From an optimization exercise on the open Yosys and OpenROAD flow, aimed at small area; shortcuts taken in it are not production practice. Function was checked by simulation only, so behaviour that the tests miss may differ from the original. Power is estimated from default activity; no workload was simulated.

Design acceptance_temperature_tuner, start of the top module:
module acceptance_temperature_tuner (
    input  logic        i_clk,
    input  logic        i_rst_n,
    input  logic        i_in_valid,
    output logic        o_in_ready,
    input  logic        i_in_kind,
    input  logic [31:0] i_in_start_temp,
    input  logic [16:0] i_in_measured_pct,
    output logic        o_out_valid,
    input  logic        i_out_ready,
    output logic [31:0] o_out_run_temp,
    output logic [31:0] o_out_end_temp,
    output logic [23:0] o_out_run_length,
    output logic [1:0]  o_out_status,
    input  logic        i_cfg_valid,
    output logic        o_cfg_ready,
    input  logic [2:0]  i_cfg_index,
    input  logic [31:0] i_cfg_data
);
    localparam logic [41:0] EndMul = 42'd4393648464593;
    typedef enum logic [4:0] {
        S_IDLE = 5'd0,
        S_ST1  = 5'd1,
        S_ST2  = 5'd2,
        S_ST3  = 5'd3,
        S_ST4  = 5'd4,
        S_ST5  = 5'd5,
        S_ST6  = 5'd6,
        S_M1   = 5'd7,
        S_M2   = 5'd8,
        S_M3   = 5'd9,
        S_M5   = 5'd10,
        S_SH1  = 5'd11,
        S_SH2  = 5'd12,
        S_LCHK = 5'd13,
        S_MV0  = 5'd14,
        S_MV2  = 5'd15,
        S_SB0  = 5'd16,
        S_SB2  = 5'd17,
        S_SM1  = 5'd18,
        S_SM2  = 5'd19,
        S_RN1  = 5'd20,
        S_RN2  = 5'd21,
        S_RN4  = 5'd22,
        S_RN5  = 5'd23,
        S_EN1  = 5'd24,
        S_FIN  = 5'd25,
        S_M2B  = 5'd26
    } t_state;
    logic [31:0] r_step_initial;
    logic [15:0] r_step_factor;
    logic [31:0] r_step_minimum;
    logic [16:0] r_pct_low;
    logic [16:0] r_pct_high;
    logic [23:0] r_runs_base;
    logic [23:0] r_runs_inc;
    logic [23:0] r_runs_ceiling;
    logic [31:0] r_temp;
    logic [31:0] r_step;
    logic [23:0] r_runs;
    logic [15:0] r_count;
    logic        r_up;
    logic        r_down;
    logic [31:0] r_acc;
    logic [1:0]  r_status;
    logic        r_out_valid;
    logic        r_over;
    logic        r_below;
    logic        r_loop;
    logic        r_sticky;
    logic [5:0]  r_cnt;
    t_state      r_state;
  ...
export LEC_CHECK = 0
export CAP_MARGIN = 20
export CORE_MARGIN = 2
export CORE_UTILIZATION = 60
export CTS_BUF_LIST = sky130_fd_sc_hd__clkbuf_8
export CTS_CLUSTER_DIAMETER = 120
export CTS_CLUSTER_SIZE = 15
export SLEW_MARGIN = 20
create_clock -name core_clock -period 10.0 [get_ports {i_clk}]
standard.sh (not shown) runs the stock make flow with config.mk's settings and CLKGATE_MAP_FILE= SYNTH_SCRIPT=/design/flow/synth_recipe.tcl, a recipe that flattens the netlist after the stock synthesis.
==> flow/flow/run.sh <==
#!/bin/bash
# The standard layout (standard.sh: ORFS synthesis to finish), except that
# the port buffers are made from the smallest buffer cell instead of the
# clkdlybuf4s50_1 that buffer_ports picks by default. Every port still gets a
# buffer. ORFS writes each step's log under orfs/logs; the make output goes
# to standard.log here.
set -o pipefail
export BUFFER_PORTS_ARGS="-buffer_cell sky130_fd_sc_hd__buf_1"
bash standard.sh > standard.log 2>&1
Next try:
CTS_BUF_LIST = sky130_fd_sc_hd__clkbuf_16   (was sky130_fd_sc_hd__clkbuf_8)
CTS_CLUSTER_DIAMETER = 90   (was 120)
CTS_CLUSTER_SIZE = 30   (was 15)
Effect: The new run completed with no timing, DRC or antenna violations. Total power went up by about 1.4%. Cell count came out lower by 1.2%. Final area barely changes. Die area is unchanged. Worst setup slack loses 0.037 ns. Sequential share of layout area shrinks by 0.13 points.
Next try:
CORE_UTILIZATION = 75   (was 60)
CTS_BUF_LIST = sky130_fd_sc_hd__clkbuf_8   (was sky130_fd_sc_hd__clkbuf_16)
CTS_CLUSTER_DIAMETER = 120   (was 90)
CTS_CLUSTER_SIZE = 16   (was 30)
After rerunning:
- The changed run finished clean
- power decreases by a few percent
- setup slack improved by 0.29 ns
- register-to-register slack improved by 0.29 ns
- final cell count decreases by a few percent
- flip-flop and latch count stays the same
- sequential share of layout area increases by 0.42 points
- core utilization increases by 16 points
- count of clock-buffer cells in the layout increases by 9
Next try:
CORE_UTILIZATION = 70   (was 75)
CTS_CLUSTER_SIZE = 15   (was 16)
Sequential cell count stays the same.
Cell area increases by 0.32%.
Wire length falls by 1.4%.
Final cell count goes up by 0.78%.
Clock-buffer cell count came out higher by 1.
Power barely changes.
Clock power went up by about 1%.
Setup slack degrades by 0.090 ns.

---

acceptance_temperature_tuner again, from the RTL that the note above started with.
export LEC_CHECK = 0
export CAP_MARGIN = 20
export CORE_MARGIN = 2
export CORE_UTILIZATION = 60
export CTS_BUF_LIST = sky130_fd_sc_hd__clkbuf_8
export CTS_CLUSTER_DIAMETER = 120
export CTS_CLUSTER_SIZE = 18
export SLEW_MARGIN = 20
create_clock -name core_clock -period 10.0 [get_ports {i_clk}]
Scripts as last shown in full above: flow/flow/run.sh
==> next run, changes <==
--- a/flow/config.mk
+++ b/flow/config.mk
@@ -9,6 +9,6 @@
 export CORE_MARGIN = 2
 export CORE_UTILIZATION = 60
-export CTS_BUF_LIST = sky130_fd_sc_hd__clkbuf_8
-export CTS_CLUSTER_DIAMETER = 120
-export CTS_CLUSTER_SIZE = 18
+export CTS_BUF_LIST = sky130_fd_sc_hd__clkbuf_16
+export CTS_CLUSTER_DIAMETER = 70
+export CTS_CLUSTER_SIZE = 25
 export SLEW_MARGIN = 20
Worst setup slack loses 0.018 ns.
Final area climbs by 1.8%.
Sequential power stays flat.
Non-clock buffer count does not change.
Die area is unchanged.
Global-route usage is about the same.
Via count climbs by about 0.57%.
Utilization climbs by 1.2 points.
Wire length is about the same.
Flip-flop and latch count stays the same.
Total power climbs by about 6%.
==> next run, changes <==
--- a/flow/config.mk
+++ b/flow/config.mk
@@ -10,5 +10,5 @@
 export CORE_UTILIZATION = 60
 export CTS_BUF_LIST = sky130_fd_sc_hd__clkbuf_16
-export CTS_CLUSTER_DIAMETER = 70
-export CTS_CLUSTER_SIZE = 25
+export CTS_CLUSTER_DIAMETER = 60
+export CTS_CLUSTER_SIZE = 32
 export SLEW_MARGIN = 20
Effect: The new run passed the timing, DRC and antenna checks; combinational power hardly moves; final cell count came out higher by 0.70%; register-to-register slack loses 0.11 ns; design area rose by 1.5%; sequential share of layout area falls by 0.80 points.
==> next run, changes <==
--- a/flow/config.mk
+++ b/flow/config.mk
@@ -10,5 +10,5 @@
 export CORE_UTILIZATION = 60
 export CTS_BUF_LIST = sky130_fd_sc_hd__clkbuf_16
-export CTS_CLUSTER_DIAMETER = 60
-export CTS_CLUSTER_SIZE = 32
+export CTS_CLUSTER_DIAMETER = 120
+export CTS_CLUSTER_SIZE = 26
 export SLEW_MARGIN = 20
After rerunning:
- The changed run passed the timing, DRC and antenna checks
- sequential share of layout area is higher by 1.4 points
- via count is lower slightly
- synthesized area stays the same
- setup slack gains 0.13 ns
- clock power is lower by a quarter to a third
- critical path depth does not change
- synthesized cell count stays the same
- combinational power barely changes

---

== run H ==
acceptance_temperature_tuner again, from the RTL that the note above started with.
## acceptance_temperature_tuner
module acceptance_temperature_tuner (
    input  logic        i_clk,
    input  logic        i_rst_n,
    input  logic        i_in_valid,
    output logic        o_in_ready,
    input  logic        i_in_kind,
    input  logic [31:0] i_in_start_temp,
    input  logic [16:0] i_in_measured_pct,
    output logic        o_out_valid,
    input  logic        i_out_ready,
    output logic [31:0] o_out_run_temp,
    output logic [31:0] o_out_end_temp,
    output logic [23:0] o_out_run_length,
    output logic [1:0]  o_out_status,
    input  logic        i_cfg_valid,
    output logic        o_cfg_ready,
    input  logic [2:0]  i_cfg_index,
    input  logic [31:0] i_cfg_data
);
    localparam logic [41:0] EndMul = 42'd4393648464593;
    typedef enum logic [4:0] {
        S_IDLE = 5'd0,
        S_ST1  = 5'd1,
        S_ST2  = 5'd2,
        S_ST3  = 5'd3,
        S_ST4  = 5'd4,
        S_ST5  = 5'd5,
        S_ST6  = 5'd6,
        S_M1   = 5'd7,
        S_M2   = 5'd8,
        S_M3   = 5'd9,
        S_M5   = 5'd10,
        S_SH1  = 5'd11,
        S_SH2  = 5'd12,
        S_LCHK = 5'd13,
        S_MV0  = 5'd14,
        S_MV2  = 5'd15,
        S_SB0  = 5'd16,
        S_SB2  = 5'd17,
  ...
clock: 10.0 ns
lec_check: 0
cap_margin: 20
core_margin: 2
core_utilization: 60
cts_buf_list: sky130_fd_sc_hd__clkbuf_4 sky130_fd_sc_hd__clkbuf_8
cts_cluster_diameter: 120
cts_cluster_size: 15
slew_margin: 20
Scripts as last shown in full above: flow/flow/run.sh
Run H ran to completion and came out clean on the timing, DRC and antenna checks.
The following lists how run M was set up differently from run H:
- CTS_CLUSTER_SIZE now 16, was 15
- CTS_CLUSTER_DIAMETER now 50, was 120
- SLEW_MARGIN now 0, was 20
- CTS_BUF_LIST now sky130_fd_sc_hd__clkbuf_8, was sky130_fd_sc_hd__clkbuf_4 sky130_fd_sc_hd__clkbuf_8
- CAP_MARGIN now 0, was 20
Results
- Delta (run M minus run H): maximum frequency lower; total power draw higher.
- In run M, count of clock-buffer cells in the layout is lower than in run H.
- ~same global-route wire length before repair in run M and run H
- Comparing area added between synthesis and finish for run M and run H, the smaller number came from run H.

-- re-timing with driven ports --
In the flow no input, the clock included, has a driving cell. The finished layouts below were timed again as built, in two steps.
Step 1 (the two cells are an assumption about what drives the block):
set clk [get_ports {i_clk}]
set_driving_cell -lib_cell sky130_fd_sc_hd__clkbuf_16 $clk
set_driving_cell -lib_cell sky130_fd_sc_hd__buf_2 [delete_from_list [all_inputs] $clk]
Step 2 moves the port delays by t, midway between the first and last clock arrival at a register: inputs arrive t later, outputs are due t later. That takes back most of the time a late clock gives input paths.
Three values: ideal ports, drivers, drivers and shift; two values: the first two.
run | shift t [ns] | setup WS [ns] | worst setup path at the end | slew at the worst register clock pin (ns)
the first run of note 1 | 0.650 | 1.124 / 1.124 / 1.124 | register to register | 0.11 / 0.11
the second run of note 1 | 0.582 | 1.087 / 1.087 / 1.087 | register to register | 0.12 / 0.12
the third run of note 1 | 0.620 | 1.382 / 1.382 / 1.382 | register to register | 0.12 / 0.12
the fourth run of note 1 | 0.631 | 1.291 / 1.291 / 1.291 | register to register | 0.11 / 0.11
the first run of note 2 | 0.634 | 1.164 / 1.164 / 1.164 | register to register | 0.12 / 0.12
the second run of note 2 | 0.583 | 1.147 / 1.147 / 1.147 | register to register | 0.10 / 0.10
the third run of note 2 | 0.599 | 1.033 / 1.033 / 1.033 | register to register | 0.08 / 0.08
the fourth run of note 2 | 0.559 | 1.160 / 1.160 / 1.160 | register to register | 0.11 / 0.11
run H | 0.646 | 1.198 / 1.198 / 1.198 | register to register | 0.11 / 0.11
run M | 0.591 | 1.103 / 1.103 / 1.103 | register to register | 0.10 / 0.10
After both steps setup and hold are still met in every run listed.
